From an optimization exercise on the open Yosys and OpenROAD flow, aimed at small area and a short achievable clock period; shortcuts taken in it are not production practice.
The RTL was checked by simulation tests, not by an equivalence proof against the original design.
Power is estimated from default activity; no workload was simulated.

**flow/run.sh**
```bash
#!/bin/bash
# synth_recipe.tcl (not shown) runs the flow's synth.tcl, then flattens the netlist and writes it again
# the make line also repeats each setting of config.mk as NAME=value (left out here)
make -C /OpenROAD-flow-scripts/flow DESIGN_CONFIG=/design/flow/config.mk WORK_HOME=/design/flow/orfs CLKGATE_MAP_FILE= SYNTH_SCRIPT=/design/flow/synth_recipe.tcl finish
```
**flow/config.mk**
```make
export PLATFORM = sky130hd
export DESIGN_NAME = data_mem_ctrl
export DESIGN_NICKNAME = data_mem_ctrl
export VERILOG_FILES = /design/flow/design.v
export SDC_FILE = /design/flow/constraint.sdc
export NUM_CORES = 4
export LEC_CHECK = 0
export CAP_MARGIN = 20
export CORE_MARGIN = 2
export CORE_UTILIZATION = 40
export SLEW_MARGIN = 20
```
**flow/constraint.sdc**
```tcl
create_clock -name core_clock -period 3.5 [get_ports {clk}]
set_input_delay 0.7000 -clock core_clock [delete_from_list [all_inputs] [get_ports {clk}]]
set_output_delay 0.7000 -clock core_clock [all_outputs]
set_load 0.01 [all_outputs]
```
**flow/design.v**
```verilog
module data_mem_ctrl #(
    parameter int DATA_W = 32,
    parameter int DEPTH  = 64
) (
    input  logic                clk,
    input  logic                rst_n,
    input  logic                req,
    input  logic                we,
    input  logic [31:0]         addr,
    input  logic [DATA_W-1:0]   wdata,
    input  logic [DATA_W/8-1:0] be,
    output logic                ready,
    output logic                rvalid,
    output logic [DATA_W-1:0]   rdata,
    output logic                err
);
    localparam int BW    = DATA_W / 8;
    localparam int OFF_W = $clog2(BW);
    localparam int AW    = $clog2(DEPTH);
    typedef enum logic {
        CLEAR,
        IDLE
    } state_e;
    state_e              state_q, state_d;
    logic [AW-1:0]       cnt_q, cnt_d;
    logic [DATA_W-1:0]   mem_q [DEPTH];
    logic [AW-1:0]       widx;
    logic                acc;
    logic                rd_acc;
    logic                wr_acc;
    logic                oor;
    logic [DATA_W-1:0]   wmerge;
    logic                rvalid_q, rvalid_d;
    logic [DATA_W-1:0]   rdata_q, rdata_d;
    logic                unused_addr;
    assign unused_addr = ^addr;
    assign widx   = addr[OFF_W +: AW];
    assign acc    = req & ready;
    assign rd_acc = acc & ~we;
    assign wr_acc = acc & we;
    assign oor = (addr >= 32'(DEPTH * BW));
    always_comb begin
        state_d = state_q;
        cnt_d   = cnt_q;
        ready   = 1'b0;
        case (state_q)
            CLEAR: begin
                cnt_d = cnt_q + 1'b1;
                if (cnt_q == AW'(DEPTH - 1)) begin
                    state_d = IDLE;
                    cnt_d   = '0;
                end
            end
            IDLE: begin
                ready = 1'b1;
            end
        endcase
    end
    always_ff @(posedge clk or negedge rst_n) begin
        if (!rst_n) begin
            state_q <= CLEAR;
            cnt_q   <= '0;
        end else begin
            state_q <= state_d;
            cnt_q   <= cnt_d;
        end
    end
    always_comb begin
        wmerge = mem_q[widx];
        for (int i = 0; i < BW; i++) begin
            if (be[i]) begin
                wmerge[8*i +: 8] = wdata[8*i +: 8];
            end
        end
    end
    always_ff @(posedge clk) begin
        if (state_q == CLEAR) begin
            mem_q[cnt_q] <= '0;
        end else if (wr_acc && !oor) begin
            mem_q[widx] <= wmerge;
        end
    end
    always_comb begin
        rvalid_d = rd_acc;
        rdata_d  = rdata_q;
        if (rd_acc) begin
            rdata_d = oor ? '0 : mem_q[widx];
        end
    end
    always_ff @(posedge clk or negedge rst_n) begin
        if (!rst_n) begin
            rvalid_q <= 1'b0;
            rdata_q  <= '0;
        end else begin
            rvalid_q <= rvalid_d;
            rdata_q  <= rdata_d;
        end
    end
    assign rvalid = rvalid_q;
    assign rdata  = rdata_q;
    logic err_q, err_d;
    assign err_d = acc & oor;
    always_ff @(posedge clk or negedge rst_n) begin
        if (!rst_n) begin
            err_q <= 1'b0;
        end else begin
            err_q <= err_d;
        end
    end
    assign err = err_q;
endmodule
```
==> results of run 1 <==
-- path summary, 6_finish.rpt --
| path | startpoint | endpoint |
|---|---|---|
| max reg2reg | state_q$_DFF_PN0_ | mem_q[45][1]$_DFFE_PP_ |
| min reg2reg | rdata_q[6]$_DFFE_PN0P_ | rdata_q[6]$_DFFE_PN0P_ |
| max in group asynchronous | rst_n | rdata_q[3]$_DFFE_PN0P_ |
| min | rst_n | rdata_q[25]$_DFFE_PN0P_ |
| min in group core_clock | req | err_q$_DFF_PN0_ |
| max | addr[4] | mem_q[45][31]$_DFFE_PP_ |
-- worst register-to-register path: stages, from the launching register on --
cell	delay (ps)
sky130_fd_sc_hd__dfrtp_1	450
sky130_fd_sc_hd__and3_1	230
sky130_fd_sc_hd__and3_2	290
sky130_fd_sc_hd__and3_1	230
sky130_fd_sc_hd__buf_4	130
sky130_fd_sc_hd__a21oi_1	930
sky130_fd_sc_hd__nor2_4	180
sky130_fd_sc_hd__buf_12	240
-- state kept, by name (all words and copies together) (netlist names) --
| name | cells |
|---|---|
| rvalid_q | 1 |
| rdata_q | 32 |
| state_q | 1 |
| cnt_q | 6 |
| mem_q | 2048 |
| err_q | 1 |
-- power groups by stage --
| stage | Combinational [W] | Clock, W | Sequential [W] |
|---|---|---|---|
| final | 0.00197 | 0.0206 | 0.0270 |
| after global routing | 0.00206 | 0.0219 | 0.0270 |
| after CTS | 0.00197 | 0.0210 | 0.0270 |
| after detailed placement | 0.00197 | 0 | 0.0276 |
| after global placement | 0.00196 | 0 | 0.0276 |
| after floorplan | 0.000944 | 0 | 0.0276 |
-- cell families after synthesis --
logic type      Yosys count  synth area share, %
flops                  2089                 76.9
mux                    1026                 12.6
compound gates          655                 5.60
simple gates            558                 3.21
buf+inv                 279                 1.63
xor+xnor                  2               0.0215
fa+ha+maj                 1               0.0154
-- cell type report --
type	instances	share of cell area, %
timing repair buffer	709	8.51
multi-input combinational	2242	18.7
clock inverter	115	0.958
inverter	5	0.0190
antenna	3	0.00758
tap	2672	3.38
sequential	2089	63.2
clock buffer	248	5.30
-- routing by layer --
layer | up-vias | track usage [%] | share of wire [%]
met5 | - | 0 | 0
met3 | 339 | 3.67 | 6.3
met2 | 1415 | 33.9 | 49
met1 | 23000 | 27.2 | 42
met4 | 0 | 7.29 | 3.5
li1 | 19800 | - | -
-- cells in the final DEF, fill, tap and decap left out, types with 28 or more instances in the layout --
master / n
sky130_fd_sc_hd__dfrtp_1: 41
sky130_fd_sc_hd__clkdlybuf4s50_1: 101
sky130_fd_sc_hd__clkbuf_16: 203
sky130_fd_sc_hd__a22oi_1: 266
sky130_fd_sc_hd__o21ai_0: 67
sky130_fd_sc_hd__clkbuf_1: 45
sky130_fd_sc_hd__clkinv_1: 57
sky130_fd_sc_hd__o21ai_4: 28
sky130_fd_sc_hd__o221ai_1: 28
sky130_fd_sc_hd__nor2_1: 139
sky130_fd_sc_hd__buf_4: 378
sky130_fd_sc_hd__edfxtp_1: 2048
sky130_fd_sc_hd__clkinv_2: 31
sky130_fd_sc_hd__buf_12: 226
sky130_fd_sc_hd__nand2_1: 74
sky130_fd_sc_hd__o21ai_1: 32
sky130_fd_sc_hd__o22ai_1: 158
sky130_fd_sc_hd__nor3_1: 42
sky130_fd_sc_hd__mux2i_1: 1025
sky130_fd_sc_hd__nand4_1: 35
sky130_fd_sc_hd__nand3_1: 156
sky130_fd_sc_hd__nor2_4: 60
-- synthesized netlist by cell type (4+ instances only) --
master,instances,area share [%]
sky130_fd_sc_hd__nor2_1,198,0.91
sky130_fd_sc_hd__edfxtp_1,2048,76
sky130_fd_sc_hd__nand4_1,35,0.27
sky130_fd_sc_hd__and3_1,5,0.038
sky130_fd_sc_hd__buf_4,21,0.19
sky130_fd_sc_hd__buf_2,137,0.84
sky130_fd_sc_hd__nand3_1,157,0.97
sky130_fd_sc_hd__o41ai_1,18,0.19
sky130_fd_sc_hd__dfrtp_1,41,1.3
sky130_fd_sc_hd__and2_1,4,0.031
sky130_fd_sc_hd__nand2_1,75,0.35
sky130_fd_sc_hd__o21ai_0,68,0.42
sky130_fd_sc_hd__o21ai_1,59,0.36
sky130_fd_sc_hd__a22oi_1,266,2.5
sky130_fd_sc_hd__buf_6,4,0.055
sky130_fd_sc_hd__nand3b_1,5,0.046
sky130_fd_sc_hd__a21oi_1,13,0.080
sky130_fd_sc_hd__inv_1,4,0.018
sky130_fd_sc_hd__a31oi_1,9,0.069
sky130_fd_sc_hd__o22ai_1,160,1.2
sky130_fd_sc_hd__nor3_1,42,0.26
sky130_fd_sc_hd__o221ai_1,28,0.30
sky130_fd_sc_hd__nand2b_1,7,0.054
sky130_fd_sc_hd__o41ai_2,11,0.22
sky130_fd_sc_hd__a211oi_1,8,0.074
sky130_fd_sc_hd__nor2b_1,8,0.062
sky130_fd_sc_hd__mux2i_1,1025,13
sky130_fd_sc_hd__clkbuf_1,94,0.43
sky130_fd_sc_hd__buf_1,17,0.078
sky130_fd_sc_hd__nor4_1,6,0.046
-- per-stage QoR --
step / TNS, ps / util [%] / power, W / instances
CTS: 0 / 49.0 / 0.0500 / 8080
detailed placement: -614030 / 45.9 / 0.0295 / 7716
finish: 0 / 49.0 / 0.0496 / 8083
floorplan: -1265360 / - / 0.0285 / 4610
global route: 0 / 49.0 / 0.0510 / 8082
global placement: -568040 / 45.9 / 0.0295 / 7716
-- repair_timing --
action                                 in CTS  in global routing
endpoints found under the hold margin      20                  0
hold buffers                                1                  0
setup buffers                               0                  0
==> summary.log, run 1 <==
INFO  cts            cts_tree=built
INFO  cells_and_area num-nets-final=5321
INFO  pwr            pwr_density_cell=501mW/mm^2
INFO  cells_and_area num-fill-cells=16600
INFO  timing         worst_hold_slack=428ps
INFO  pwr            power_switching=0.0103W
INFO  global_route   globalRoute.totalOverflow=0
INFO  cts            ctsLongestPathBuffers=3
INFO  critical_path  endpoint_kind=flop
INFO  critical_path  crit_path_top_delay_cell=sky130_fd_sc_hd__o41ai_1
INFO  synthesis      synth-seq-area-share=76.9%
INFO  timing         timing_worst_slew_pin_value=1240ps
INFO  critical_path  timing.reg2reg.worst_path_depth=7
INFO  pwr            vdd.ir_drop.worst=572uV
INFO  timing         min_period_over_period=91.4%
INFO  status         status=finished clean
INFO  critical_path  worst_setup_path_start_kind=input pin
INFO  cts            root_buffer=sky130_fd_sc_hd__clkbuf_16
INFO  synthesis      synth-async-reset-ratio=1.96%
INFO  critical_path  critical_path_depth=11
INFO  cells_and_area drive_above_1_share=18.6%
INFO  pwr            clock_power_share=41.6%
INFO  critical_path  worstPathBufferInverterCount=5
INFO  critical_path  path_max_fanout=42
INFO  cells_and_area sequential_cell_area=0.0625sqmm
INFO  synthesis      yosysUniqueCellTypes=55
INFO  floorplan      die_width=455um
INFO  pwr            pwr-share-seq=54.5%
INFO  timing         period_minus_slack=3200ps
INFO  timing         timing.final.max_slew_violations=0
INFO  placed_design  dp_worst_setup_slack=-637ps
INFO  global_route   grt_pass1_wl=308000um
INFO  critical_path  cp_data_arrival_time=3750ps
INFO  pwr            power.share.switching=20.7%
INFO  pwr            pwr-share-comb=4.0%
INFO  timing         slew_headroom=17.6%
INFO  synthesis      synthesis.instances=4610
INFO  floorplan      design.die.area=0.207sqmm
INFO  placed_design  hpwl=136000um
INFO  drt            dr.pass1.iters=5
INFO  timing         final-hold-violation-count=0
INFO  drt            antenna_violating_nets_post_route=0
INFO  drt            drt-total-wl=214000um
INFO  synthesis      synth_ff_type=sky130_fd_sc_hd__edfxtp_1
INFO  global_route   grt_antenna_before_repair=3
INFO  job            cap_violations=0
INFO  timing         fin_skew=30.8ps
INFO  floorplan      chipHeight=455um
INFO  critical_path  critical_path.max_stage_delay=780ps
INFO  drt            drt-vias-per-instance=5.51
INFO  synthesis      synth_edf_count=2048
INFO  drt            wl_per_cell=26.4um
INFO  cts            cts_resized=0
INFO  placed_design  routabilityCongestion=0.832
INFO  synthesis      synth.ff_latch_count=2089
INFO  cts            clk_pin_slew=60ps
INFO  floorplan      boundaryPins=107
INFO  floorplan      start_util=40.2%
INFO  cts            cts-htree-levels=4
INFO  cells_and_area layout-area-overhead-vs-synth=21.7%
INFO  timing         upper_clock_frequency_limit=313MHz
INFO  critical_path  critPathRequiredTime=4050ps
INFO  timing         setup_viol_count_final=0
INFO  drt            post-route-drc-count=0
INFO  floorplan      core=0.202sqmm
INFO  cts            cts.sinks=2089
INFO  critical_path  crit_chain=clkdlybuf4s50_1 > buf_12 > nand4b_1 > buf_12 > o21ai_0 > nor2_1 > o221ai_1 > o41ai_1 > buf_4 > o21ai_4 > buf_12
INFO  cells_and_area design_area=0.0990sqmm
INFO  global_route   largest_net_degree_at_the_start_of_global_routing=65
INFO  timing         grt_setup_unrepaired=no
INFO  synthesis      synth-warning-count=1
INFO  global_route   vias_in_the_first_global_route=44700
INFO  drt            drt_iter0_drc=4368
INFO  critical_path  timing.critical_path.max_delay_family=buffers and inverters
INFO  floorplan      floorplan.rows=165
INFO  placed_design  post_dp_cell_area=0.0928sqmm
INFO  synthesis      mean_instance_size_in_the_synthesized_netlist=17.6squm
INFO  critical_path  path_common_cell=sky130_fd_sc_hd__buf_12
INFO  synthesis      synth.cell_area=0.0813sqmm
INFO  drt            routed-via-count=44600
INFO  cts            cts-buffers-inserted=201
INFO  pwr            total_leakage_power=30.6nW
INFO  critical_path  worstSetupPathType=in2reg
INFO  hold_path      min-delay-path-class=in2async
INFO  placed_design  port_buffers=104
INFO  timing         slack_of_the_critical_path=303ps
INFO  cts            clock_latency=840ps
INFO  critical_path  r2r_slack=570ps
INFO  global_route   globalRouteTotalUtil=20.5%
INFO  cells_and_area total_area_of_multi_input_combinational_cells=0.0185sqmm
INFO  pwr            internal_power=0.0394W
INFO  synthesis      mappedNetlistNets=4683
==> run 2, diff against run 1 <==
==> flow/design.v (replaced) <==
module data_mem_slice3 (
    input  logic [2:0] en_a,
    input  logic [2:0] en_b,
    input  logic       w,
    input  logic [2:0] s_n,
    input  logic [2:0] sel,
    output logic [2:0] y_n,
    output logic       r
);
    assign y_n = ~((en_a & {3{w}}) | (~en_b & ~s_n));
    assign r   = ~(|(sel & s_n));
endmodule
module data_mem_tail #(
    parameter int NG = 21
) (
    input  logic          en_a,
    input  logic          en_b,
    input  logic          w,
    input  logic          s_n,
    input  logic          sel,
    input  logic [NG-1:0] g,
    output logic          y_n,
    output logic          r
);
    assign y_n = ~((en_a & w) | (~en_b & ~s_n));
    assign r   = (&g) & ~(sel & s_n);
endmodule
module data_mem_ctrl #(
    parameter int DATA_W = 32,
    parameter int DEPTH  = 64
) (
    input  logic                clk,
    input  logic                rst_n,
    input  logic                req,
    input  logic                we,
    input  logic [31:0]         addr,
    input  logic [DATA_W-1:0]   wdata,
    input  logic [DATA_W/8-1:0] be,
    output logic                ready,
    output logic                rvalid,
    output logic [DATA_W-1:0]   rdata,
    output logic                err
);
    localparam int BW    = DATA_W / 8;
    localparam int AW    = $clog2(DEPTH);
    localparam int NG    = (DEPTH - 1) / 3;    
    logic [AW:0]         cnt_q;
    logic                clearing;
    always_ff @(posedge clk or negedge rst_n) begin
        if (!rst_n) begin
            cnt_q <= '0;
        end else if (!cnt_q[AW]) begin
            cnt_q <= cnt_q + 1'b1;
        end
    end
    assign ready    = cnt_q[AW];
    assign clearing = ~cnt_q[AW];
    logic [AW-1:0]       widx;
    logic                acc;
    logic                oor;
    logic [DEPTH-1:0]    dec;
    assign widx = addr[2 +: AW];
    assign acc  = req & ready;
    assign oor  = |addr[31:AW+2];
    always_comb begin
        dec = '0;
        dec[widx] = 1'b1;
    end
    logic [DEPTH-1:0]    row_en;
    logic [BW-1:0]       lane_en;
    logic [DATA_W-1:0]   wcol;
    logic [BW-1:0]       en [DEPTH];
    assign row_en  = dec | {DEPTH{clearing}};
    assign lane_en = ({BW{acc & we & ~oor}} & be) | {BW{clearing}};
    assign wcol    = wdata & {DATA_W{ready}};
    always_comb begin
        for (int r = 0; r < DEPTH; r++) begin
            en[r] = {BW{row_en[r]}} & lane_en;
        end
    end
    logic [DATA_W-1:0]   mem_n [DEPTH];
    logic [DATA_W-1:0]   nxt_n [DEPTH];
    logic [DATA_W-1:0]   rword;
    for (genvar b = 0; b < DATA_W; b++) begin : g_bit
        logic [NG-1:0] grp;
        for (genvar g = 0; g < NG; g++) begin : g_grp
            logic [2:0] en3;
            logic [2:0] s3;
            logic [2:0] y3;
            assign en3 = {en[3*g+2][b/8], en[3*g+1][b/8], en[3*g][b/8]};
            assign s3  = {mem_n[3*g+2][b], mem_n[3*g+1][b], mem_n[3*g][b]};
            data_mem_slice3 u_s (
                .en_a(en3),
                .en_b(en3),
                .w   (wcol[b]),
                .s_n (s3),
                .sel (dec[3*g +: 3]),
                .y_n (y3),
                .r   (grp[g])
            );
            assign nxt_n[3*g][b]   = y3[0];
            assign nxt_n[3*g+1][b] = y3[1];
            assign nxt_n[3*g+2][b] = y3[2];
        end
        data_mem_tail #(.NG(NG)) u_t (
            .en_a(en[DEPTH-1][b/8]),
            .en_b(en[DEPTH-1][b/8]),
            .w   (wcol[b]),
            .s_n (mem_n[DEPTH-1][b]),
            .sel (dec[DEPTH-1]),
            .g   (grp),
            .y_n (nxt_n[DEPTH-1][b]),
            .r   (rword[b])
        );
    end
    always_ff @(posedge clk) begin
        for (int r = 0; r < DEPTH; r++) begin
            mem_n[r] <= nxt_n[r];
        end
    end
    logic                rd_acc;
    logic                rvalid_q;
    logic [DATA_W-1:0]   rdata_q;
    logic                err_q;
    assign rd_acc = acc & ~we;
    always_ff @(posedge clk or negedge rst_n) begin
        if (!rst_n) begin
            rvalid_q <= 1'b0;
            rdata_q  <= '0;
            err_q    <= 1'b0;
        end else begin
            rvalid_q <= rd_acc;
            err_q    <= acc & oor;
            if (rd_acc) begin
                rdata_q <= rword & {DATA_W{~oor}};
            end
        end
    end
    assign rvalid = rvalid_q;
    assign rdata  = rdata_q;
    assign err    = err_q;
endmodule
--- a/flow/config.mk
+++ b/flow/config.mk
@@ -9,3 +9,5 @@
 export CORE_MARGIN = 2
 export CORE_UTILIZATION = 40
 export SLEW_MARGIN = 20
+export SYNTH_HIERARCHICAL = 1
+export SYNTH_MINIMUM_KEEP_SIZE = 0
==> run 2 against run 1 <==
Compared with the run above:
- the layout now fails its checks (setup timing)
- power up 1.7%
- clock power grew 17%
- sequential power is 12% lower
- maximum frequency shrank 15%
- highest routed layer is now met5
- combinational power rose by 26%
- clock skew rose by 14 ps
==> summary.log, run 2 <==
INFO  cells_and_area top_regs=mem_n (2048), rdata_q (32), cnt_q (7)
INFO  placed_design  post_dp_cell_area=0.0850sqmm [-8.4%]
INFO  global_route   grt_antenna_before_repair=12 [+9]
INFO  placed_design  routabilityCongestion=0.985 [+18%]
INFO  synthesis      netlist_top_cells_count=2048 x sky130_fd_sc_hd__dfxtp_1, 2016 x sky130_fd_sc_hd__a2bb2oi_1, 672 x sky130_fd_sc_hd__a222oi_1, 191 x sky130_fd_sc_hd__a21oi_1, 130 x sky130_fd_sc_hd__nand4_1
INFO  cells_and_area post-route-util=52.3% [+3.3 points]
INFO  floorplan      boundaryPins=107 [unchanged]
INFO  synthesis      mappedNetlistNets=5879 [+26%]
INFO  cells_and_area num-nets-final=7170 [+35%]
INFO  timing         final-hold-violation-count=0 [unchanged]
INFO  placed_design  port_buffers=104 [unchanged]
INFO  pwr            total_power=0.0505W [+1.7%]
INFO  critical_path  path_max_fanout=6 [-86%]
INFO  cts            cts.sinks=2089 [unchanged]
INFO  timing         min_period_over_period=107% [+16 points]
INFO  global_route   vias_in_the_first_global_route=58800 [+31%]
INFO  cells_and_area layout_commonest_cell=sky130_fd_sc_hd__dfxtp_1
INFO  floorplan      floorplan.rows=156 [-5.5%]
INFO  synthesis      mean_instance_size_in_the_synthesized_netlist=12.5squm [-29%]
INFO  cells_and_area largest_register=mem_n
INFO  placed_design  dp_worst_setup_slack=-1900ps [-1270 ps]
INFO  placed_design  hpwl=188000um [+38%]
INFO  timing         timing.setup.tns=-3540ps [-3540 ps]
INFO  status         violations=setup timing
INFO  critical_path  worst_setup_path_start_kind=input pin
INFO  floorplan      chipHeight=429um [-5.7%]
INFO  cells_and_area layout_common_cells=2048 x sky130_fd_sc_hd__dfxtp_1, 2016 x sky130_fd_sc_hd__a2bb2oi_1, 914 x sky130_fd_sc_hd__buf_4
INFO  floorplan      start_util=40.1% [-0.12 points]
INFO  timing         slack_of_the_critical_path=-255ps [-557 ps]
INFO  synthesis      yosysUniqueCellTypes=54 [-1.8%]
INFO  drt            post-route-drc-count=0 [unchanged]
INFO  timing         timing_worst_slew_pin_value=1160ps [-76.4 ps]
INFO  cts            clock_latency=880ps [+40 ps]
INFO  floorplan      design.die.area=0.184sqmm [-11%]
INFO  status         status=finished with violations
INFO  timing         timing.final.max_slew_violations=0 [unchanged]
INFO  synthesis      synthMostInstantiatedCell=sky130_fd_sc_hd__dfxtp_1
INFO  cells_and_area design_area=0.0942sqmm [-4.9%]
INFO  critical_path  critPathRequiredTime=4270ps [+220 ps]
INFO  timing         setup_viol_count_final=28 [+28]
INFO  synthesis      synth.cell_area=0.0723sqmm [-11%]
INFO  synthesis      synth_edf_count=0 [-100%]
INFO  global_route   globalRouteTotalUtil=28.7% [+8.2 points]
INFO  hold_path      min-delay-path-class=in2async
INFO  global_route   globalRoute.totalOverflow=0 [unchanged]
INFO  cts            cts_tree=built
INFO  cts            cts-htree-levels=4 [unchanged]
INFO  synthesis      yosys.area.top_type_share=56.7% [-19 points]
INFO  synthesis      synth_ff_type=sky130_fd_sc_hd__dfxtp_1
INFO  synthesis      largest_cells_by_area_after_synthesis=sky130_fd_sc_hd__dfxtp_1 57%, sky130_fd_sc_hd__a2bb2oi_1 24%, sky130_fd_sc_hd__a222oi_1 9.3%
INFO  floorplan      core=0.180sqmm [-11%]
INFO  pwr            total_leakage_power=32.7nW [+6.9%]
INFO  cts            cts-buffers-inserted=213 [+6.0%]
INFO  global_route   grt_pass1_wl=402000um [+30%]
INFO  cells_and_area num-fill-cells=15500 [-6.8%]
INFO  cts            clk_pin_slew=60ps [about the same]
INFO  cts            root_buffer=sky130_fd_sc_hd__clkbuf_16
INFO  critical_path  endpoint_kind=flop
INFO  synthesis      synth-seq-area-share=58.1% [-19 points]
INFO  synthesis      synth-warning-count=13 [+12]
INFO  cells_and_area drive_above_1_share=22.6% [+4.0 points]
INFO  drt            dr.pass1.iters=9 [+4]
INFO  critical_path  cp_data_arrival_time=4530ps [+780 ps]
INFO  cells_and_area antennaDiodeCount=0 [-3]
INFO  drt            wl_per_cell=28.7um [+8.6%]
INFO  synthesis      synthesis.instances=5802 [+26%]
INFO  synthesis      synth_top_cell_by_area=sky130_fd_sc_hd__dfxtp_1
INFO  timing         period_minus_slack=3750ps [+557 ps]
INFO  critical_path  worstSetupPathType=in2reg
INFO  drt            antenna_violating_nets_post_route=0 [unchanged]
INFO  job            cap_violations=0 [unchanged]
INFO  synthesis      synth.ff_latch_count=2089 [unchanged]
INFO  cts            ctsLongestPathBuffers=3 [unchanged]
INFO  cells_and_area total_area_of_multi_input_combinational_cells=0.0309sqmm [+67%]
INFO  timing         grt_setup_unrepaired=yes
INFO  floorplan      die_width=429um [-5.7%]
INFO  drt            drt-total-wl=277000um [+30%]
INFO  drt            drt-vias-per-instance=6.45 [+17%]
INFO  pwr            pwr_density_cell=536mW/mm^2 [+6.9%]
INFO  drt            routed-via-count=62300 [+40%]
INFO  timing         upper_clock_frequency_limit=266MHz [-15%]
INFO  timing         slew_headroom=22.7% [+5.1 points]
INFO  synthesis      synth-async-reset-ratio=1.96% [unchanged]
INFO  timing         fin_skew=44.4ps [+13.6 ps]
INFO  cells_and_area largest_register_ffs=2048 [unchanged]
INFO  global_route   largest_net_degree_at_the_start_of_global_routing=112 [+72%]
INFO  drt            drt_iter0_drc=9035 [+110%]
INFO  cells_and_area layout-area-overhead-vs-synth=30.3%
INFO  cells_and_area sequential_cell_area=0.0420sqmm [-33%]
INFO  pwr            vdd.ir_drop.worst=493uV [-14%]
[run 2: routing by layer]
metal / vias up / GRT usage [%] / wire length (um)
met3: 546 / 5.47 / 25600
met2: 3040 / 44.7 / 124000
met5: - / 0 / 68
met1: 30600 / 38.7 / 115000
li1: 28000 / - / -
met4: 10 / 12.4 / 12700
[run 2: per-module statistics from Yosys (local to each module, per instance), a selection]
module           times used  flops+latches  cells inside  area [sq um]
data_mem_ctrl             1           2089          2794         45800
data_mem_slice3         672              0             4          36.3
[run 2: what timing repair did]
action	4_1_cts	5_1_grt
setup buffers	31	32
endpoints found under the setup margin	33	32
hold endpoints to repair	8	0
gates cloned	5	7
hold buffers	1	0
pin swaps	113	132
resized for setup	120	89
[run 2: worst paths after layout]
kind	startpoint	endpoint	slack, ps	cells after the start
min	rst_n	rvalid_q$_DFF_PN0_	240	2
max in group asynchronous	rst_n	rdata_q[1]$_DFFE_PN0P_	2270	3
max	addr[5]	rdata_q[24]$_DFFE_PN0P_	-250	14
max reg2reg	cnt_q[6]$_DFF_PN0_	mem_n[3][24]$_DFF_P_	790	7
min reg2reg	mem_n[23][31]$_DFF_P_	mem_n[23][31]$_DFF_P_	470	1
min in group core_clock	mem_n[23][31]$_DFF_P_	mem_n[23][31]$_DFF_P_	470	1
[run 2: per-stage QoR]
step	hold WS, ps	std cells
after detailed placement	466	9184
after global placement	460	9183
after CTS	191	9611
after global routing	228	9647
after floorplan	404	5802
final	243	9647
[run 2: power breakdown]
part	leakage [nW]	internal (W)	switching [W]
Clock	3.72	0.0142	0.0100
Combinational	11.9	0.00111	0.00139
Sequential	17.1	0.0238	0
[run 2: area by class of cell]
| class | count | share of cell area (%) |
|---|---|---|
| timing repair buffer | 1164 | 11.2 |
| inverter | 48 | 0.205 |
| sequential | 2089 | 44.6 |
| multi-input combinational | 3577 | 32.8 |
| clock inverter | 81 | 1.37 |
| tap | 2370 | 3.15 |
| clock buffer | 318 | 6.70 |
[run 2: logic make-up after synthesis]
group	count (synthesis)	synth area share (%)
xor gates and xnor gates	8	0.0970
adders and majority gates	5	0.0866
buffers and inverters	138	0.779
and+or+nand+nor	497	3.53
AOI/OAI and AO/OA	3064	37.3
muxes	1	0.0156
DFF	2089	58.1
[run 2: critical path: stages]
cell and delay (ps):
sky130_fd_sc_hd__buf_6 90, sky130_fd_sc_hd__or3_4 470, sky130_fd_sc_hd__o31a_4 410, sky130_fd_sc_hd__buf_6 150
sky130_fd_sc_hd__o211ai_1 320, sky130_fd_sc_hd__inv_2 110, sky130_fd_sc_hd__buf_12 160, sky130_fd_sc_hd__buf_6 110
sky130_fd_sc_hd__a222oi_1 430, sky130_fd_sc_hd__nand4_1 330, sky130_fd_sc_hd__or4_4 700, sky130_fd_sc_hd__a2111oi_4 300
sky130_fd_sc_hd__nand2_1 90, sky130_fd_sc_hd__o21ai_1 140
==> run 3, diff against run 2 <==
--- a/flow/config.mk
+++ b/flow/config.mk
@@ -7,7 +7,8 @@
 export LEC_CHECK = 0
 export CAP_MARGIN = 20
 export CORE_MARGIN = 2
-export CORE_UTILIZATION = 40
+export CORE_UTILIZATION = 60
+export CTS_BUF_LIST = sky130_fd_sc_hd__clkbuf_4 sky130_fd_sc_hd__clkbuf_8
 export SLEW_MARGIN = 20
 export SYNTH_HIERARCHICAL = 1
 export SYNTH_MINIMUM_KEEP_SIZE = 0
==> run 3 against run 2 <==
Compared with the run above:
- still fails the layout checks on setup timing
- clock power shrank 8%
- sequential power barely moved
- utilization rose by 25 points
- non-clock buffer count down 97
- die area shrank 33%
- synthesized area is the same
- register-to-register slack got worse by 170 ps
- power down 4.7%
- maximum frequency grew 1.0%
- sequential share of layout area grew 0.79 points
==> summary.log, run 3 <==
INFO  timing         timing_worst_slew_pin_value=1110ps [-48.9 ps]
INFO  pwr            power_switching=0.0106W [-7.2%]
INFO  pwr            power.share.switching=22.0% [-0.59 points]
INFO  timing         slew_headroom=25.9% [+3.2 points]
INFO  cts            cts-htree-levels=5 [+1]
INFO  critical_path  worstSetupPathType=in2reg
INFO  floorplan      chipHeight=351um [-18%]
INFO  critical_path  r2r_slack=620ps [-170 ps]
INFO  status         status=finished with violations
INFO  pwr            pwr_density_cell=520mW/mm^2 [-3.0%]
INFO  cells_and_area drive_above_1_share=24.0% [+1.4 points]
INFO  cells_and_area largest_register_ffs=2048 [unchanged]
INFO  global_route   groute.layer.met3.usage=8.29% [+2.8 points]
INFO  hold_path      min-delay-path-class=in2async
INFO  floorplan      core=0.120sqmm [-34%]
INFO  floorplan      floorplan.rows=127 [-19%]
INFO  critical_path  path_max_fanout=7 [+1]
INFO  global_route   globalRouteTotalUtil=38.8% [+10 points]
INFO  synthesis      synth_edf_count=0 [unchanged]
INFO  pwr            clock_power_share=46.1% [-1.9 points]
INFO  global_route   grtUsageMet2=59.6% [+15 points]
INFO  cells_and_area num-fill-cells=7859 [-49%]
INFO  timing         final-hold-violation-count=0 [unchanged]
INFO  critical_path  critical_path.reg2reg.startpoint=cnt_q[6]$_DFF_PN0_
INFO  drt            drt-total-wl=247000um [-11%]
INFO  synthesis      largest_cells_by_area_after_synthesis=sky130_fd_sc_hd__dfxtp_1 57%, sky130_fd_sc_hd__a2bb2oi_1 24%, sky130_fd_sc_hd__a222oi_1 9.3%
INFO  drt            antenna_violating_nets_post_route=0 [unchanged]
INFO  cells_and_area largest_register=mem_n
INFO  critical_path  critical_path.reg2reg.endpoint=mem_n[62][22]$_DFF_P_
INFO  critical_path  worst_setup_path_start_kind=input pin
INFO  pwr            total_leakage_power=32.7nW [about the same]
INFO  cells_and_area final_cell_count_no_fill=8977 [-6.9%]
INFO  synthesis      synth-async-reset-ratio=1.96% [unchanged]
INFO  placed_design  numPlacedInstances=8335 [-9.2%]
INFO  timing         upper_clock_frequency_limit=269MHz [+1.0%]
INFO  critical_path  timing.reg2reg.worst_path_depth=7 [unchanged]
INFO  cells_and_area sequential_cell_area=0.0420sqmm [unchanged]
INFO  synthesis      mappedNetlistNets=5879 [unchanged]
INFO  timing         period_minus_slack=3720ps [-37.6 ps]
INFO  critical_path  endpoint_kind=flop
INFO  synthesis      synth.ff_latch_count=2089 [unchanged]
INFO  drt            post-route-drc-count=0 [unchanged]
INFO  synthesis      mean_instance_size_in_the_synthesized_netlist=12.5squm [unchanged]
INFO  timing         slack_of_the_critical_path=-217ps [+37.6 ps]
INFO  synthesis      synth_ff_type=sky130_fd_sc_hd__dfxtp_1
INFO  placed_design  port_buffers=104 [unchanged]
INFO  drt            dr.pass1.iters=12 [+3]
INFO  cts            clk_pin_slew=60ps [about the same]
INFO  placed_design  post_dp_cell_area=0.0841sqmm [-0.96%]
INFO  floorplan      start_util=60.4% [+20 points]
INFO  synthesis      yosysUniqueCellTypes=54 [unchanged]
INFO  cts            clock_latency=1020ps [+140 ps]
INFO  pwr            pwr-share-seq=49.4% [+2.3 points]
INFO  global_route   largest_net_degree_at_the_start_of_global_routing=123 [+9.8%]
INFO  timing         min_period_over_period=106% [-1.1 points]
INFO  cells_and_area num-nets-final=7197 [+0.38%]
INFO  synthesis      synth_top_cell_by_area=sky130_fd_sc_hd__dfxtp_1
INFO  drt            drt_iter0_drc=8736 [-3.3%]
INFO  synthesis      netlist_top_cells_count=2048 x sky130_fd_sc_hd__dfxtp_1, 2016 x sky130_fd_sc_hd__a2bb2oi_1, 672 x sky130_fd_sc_hd__a222oi_1, 191 x sky130_fd_sc_hd__a21oi_1, 130 x sky130_fd_sc_hd__nand4_1
INFO  drt            drt-vias-per-instance=6.90 [+7.0%]
INFO  cts            cts.sinks=2089 [unchanged]
INFO  global_route   grt_antenna_before_repair=9 [-3]
INFO  cells_and_area design_area=0.0925sqmm [-1.7%]
INFO  timing         setup_viol_count_final=27 [-3.6%]
INFO  synthesis      synthesis.instances=5802 [unchanged]
INFO  synthesis      synth.cell_area=0.0723sqmm [unchanged]
INFO  status         violations=setup timing
INFO  cells_and_area layout_commonest_cell=sky130_fd_sc_hd__dfxtp_1
INFO  synthesis      synth-seq-area-share=58.1% [unchanged]
INFO  drt            routed-via-count=62000 [-0.44%]
INFO  timing         grt_setup_unrepaired=yes
INFO  pwr            vdd.ir_drop.worst=447uV [-9.2%]
INFO  cts            cts_tree=built
INFO  timing         timing.final.max_slew_violations=0 [unchanged]
INFO  synthesis      synth-warning-count=13 [unchanged]
INFO  cells_and_area total_area_of_multi_input_combinational_cells=0.0306sqmm [-0.87%]
INFO  synthesis      yosys.area.top_type_share=56.7% [unchanged]
INFO  global_route   globalRoute.busiestLayer=met2
INFO  global_route   groute.layer.met1.usage=51.9% [+13 points]
INFO  synthesis      synthMostInstantiatedCell=sky130_fd_sc_hd__dfxtp_1
INFO  global_route   vias_in_the_first_global_route=58900 [+0.26%]
INFO  timing         fin_skew=45.3ps [+0.874 ps]
INFO  floorplan      boundaryPins=107 [unchanged]
INFO  placed_design  routabilityCongestion=0.995 [+1.0%]
INFO  cells_and_area layout_common_cells=2048 x sky130_fd_sc_hd__dfxtp_1, 2016 x sky130_fd_sc_hd__a2bb2oi_1, 774 x sky130_fd_sc_hd__buf_4
INFO  cells_and_area top_regs=mem_n (2048), rdata_q (32), cnt_q (7)
INFO  critical_path  cp_data_arrival_time=4640ps [+110 ps]
INFO  cells_and_area layout-area-overhead-vs-synth=28.0%
INFO  cts            ctsLongestPathBuffers=4 [+1]
INFO  cts            cts-buffers-inserted=338 [+59%]
INFO  pwr            pwr-share-comb=4.5% [-0.4 points]
INFO  job            cap_violations=0 [unchanged]
INFO  floorplan      die_width=351um [-18%]
INFO  cts            root_buffer=sky130_fd_sc_hd__clkbuf_8
INFO  drt            wl_per_cell=27.5um [-4.3%]
INFO  critical_path  critPathRequiredTime=4420ps [+150 ps]
INFO  pwr            internal_power=0.0375W [-4.0%]
INFO  floorplan      design.die.area=0.123sqmm [-33%]
INFO  placed_design  hpwl=166000um [-12%]
INFO  global_route   grt_pass1_wl=368000um [-8.4%]
INFO  global_route   globalRoute.totalOverflow=0 [unchanged]
[run 3: per-module statistics from Yosys (local to each module, per instance), excerpt]
| module | cells | flops+latches | area [sq um] | copies in the design |
|---|---|---|---|---|
| data_mem_slice3 | 4 | 0 | 36.3 | 672 |
| data_mem_ctrl | 2794 | 2089 | 45800 | 1 |
[run 3: per-layer routing]
metal | up-vias | wire, um | share of wire (%)
met5 | - | 82 | 0.033
met4 | 12 | 13000 | 5.3
li1 | 28100 | - | -
met1 | 30000 | 101000 | 41
met2 | 3256 | 109000 | 44
met3 | 634 | 23900 | 9.7
[run 3: power groups by stage]
stage / logic [W] / clock network, W / registers [W]
5_1_grt: 0.00219 / 0.0234 / 0.0238
3_5_place_dp: 0.00182 / 0 / 0.0243
4_1_cts: 0.00197 / 0.0223 / 0.0238
2_1_floorplan: 0.000760 / 0 / 0.0243
6_report: 0.00216 / 0.0222 / 0.0238
3_3_place_gp: 0.00181 / 0 / 0.0243
[run 3: timing repair]
| item | CTS | global route |
|---|---|---|
| gates cloned | 2 | 2 |
| gates resized for setup | 98 | 54 |
| setup endpoints to repair | 32 | 32 |
| hold endpoints to repair | 19 | 0 |
| hold buffers | 1 | 0 |
| pin swaps | 59 | 64 |
| buffers inserted | 30 | 25 |
[run 3: worst max-delay path by stage]
| stage | start | end | slack, ps | cells past startpoint |
|---|---|---|---|---|
| floorplan | addr[5] | rdata_q[0]$_DFFE_PN0P_ | -380 | 12 |
| global placement | addr[2] | rdata_q[20]$_DFFE_PN0P_ | -1670 | 16 |
| detailed placement | addr[2] | rdata_q[20]$_DFFE_PN0P_ | -1720 | 17 |
| CTS | addr[4] | rdata_q[17]$_DFFE_PN0P_ | -50 | 16 |
| global route | addr[5] | rdata_q[20]$_DFFE_PN0P_ | -300 | 14 |
| finish | addr[5] | rdata_q[20]$_DFFE_PN0P_ | -220 | 14 |
[run 3: final cells by class]
cell class                      count  area share (%)
Sequential cell                  2089            45.4
Tap cell                         1612            2.18
Multi-Input combinational cell   3575            33.1
Antenna cell                        3         0.00811
Timing Repair Buffer             1067            11.3
Clock buffer                      532            7.23
Inverter                           48           0.260
Timing Repair inverter              1         0.00541
Clock inverter                     50           0.526
[run 3: metrics by stage]
step	hold WS [ps]	TNS, ps	util, %	setup slack [ps]	total power (W)
2_1_floorplan	404	-24200	-	-376	0.0251
3_3_place_gp	462	-524550	70.3	-1670	0.0261
3_5_place_dp	463	-636050	70.3	-1720	0.0261
4_1_cts	189	-165	76.9	-45.4	0.0481
5_1_grt	274	-4060	77.3	-297	0.0494
6_report	253	-2080	77.3	-217	0.0481
[run 3: kinds of logic (layout without fill, tap and decap cells)]
kind of cell | Yosys count | after routing | share of synthesized area, %
AO/OA/AOI/OAI | 3064 | 3064 | 37.3
AND/OR/NAND/NOR | 497 | 497 | 3.53
other | 0 | 3 | 0
XOR/XNOR | 8 | 8 | 0.0970
adder cells (fa/ha/maj) | 5 | 5 | 0.0866
buffers and inverters | 138 | 1698 | 0.779
flip-flops | 2089 | 2089 | 58.1
multiplexers | 1 | 1 | 0.0156
[run 3: worst max-delay path: stages]
cell and delay [ps]:
sky130_fd_sc_hd__buf_6 90, sky130_fd_sc_hd__or3_4 450, sky130_fd_sc_hd__o31a_1 300, sky130_fd_sc_hd__buf_12 150, sky130_fd_sc_hd__buf_6 120, sky130_fd_sc_hd__o211ai_1 290, sky130_fd_sc_hd__inv_2 120, sky130_fd_sc_hd__buf_6 180
sky130_fd_sc_hd__a222oi_1 490, sky130_fd_sc_hd__nand4_1 500, sky130_fd_sc_hd__or4_4 710, sky130_fd_sc_hd__a2111oi_4 290, sky130_fd_sc_hd__nand2_1 90, sky130_fd_sc_hd__o21ai_1 150

[what the ideal ports hide]
No port has a modelled driver above. Below, the same layouts with a new extraction and two added sets of constraints. Step 1: set_driving_cell puts a clkbuf_16 on clk and a buf_2 on each other input, an assumption about the parent block. Step 2 moves the port delays by t, midway between the first and last clock arrival at a register: inputs arrive t later, outputs are due t later. That takes back most of the time a late clock gives input paths. Three values: no drivers, after step 1, after step 2; two values: the first two.
| run | t (ns) | setup slack, ns | worst slew at a driven data input, ns |
|---|---|---|---|
| run 1 | 0.906 | 0.303 / 0.354 / -0.552 | 0.09 |
| run 2 | 0.938 | -0.255 / -0.204 / -1.141 | 0.05 |
| run 3 | 1.079 | -0.217 / -0.197 / -1.275 | 0.11 |
Met with ideal ports but missed after step 2: setup timing in run 1. For run 3, which loses most, drivers alone change the setup slack by +0.020 ns; drivers and shift together by -1.058 ns.
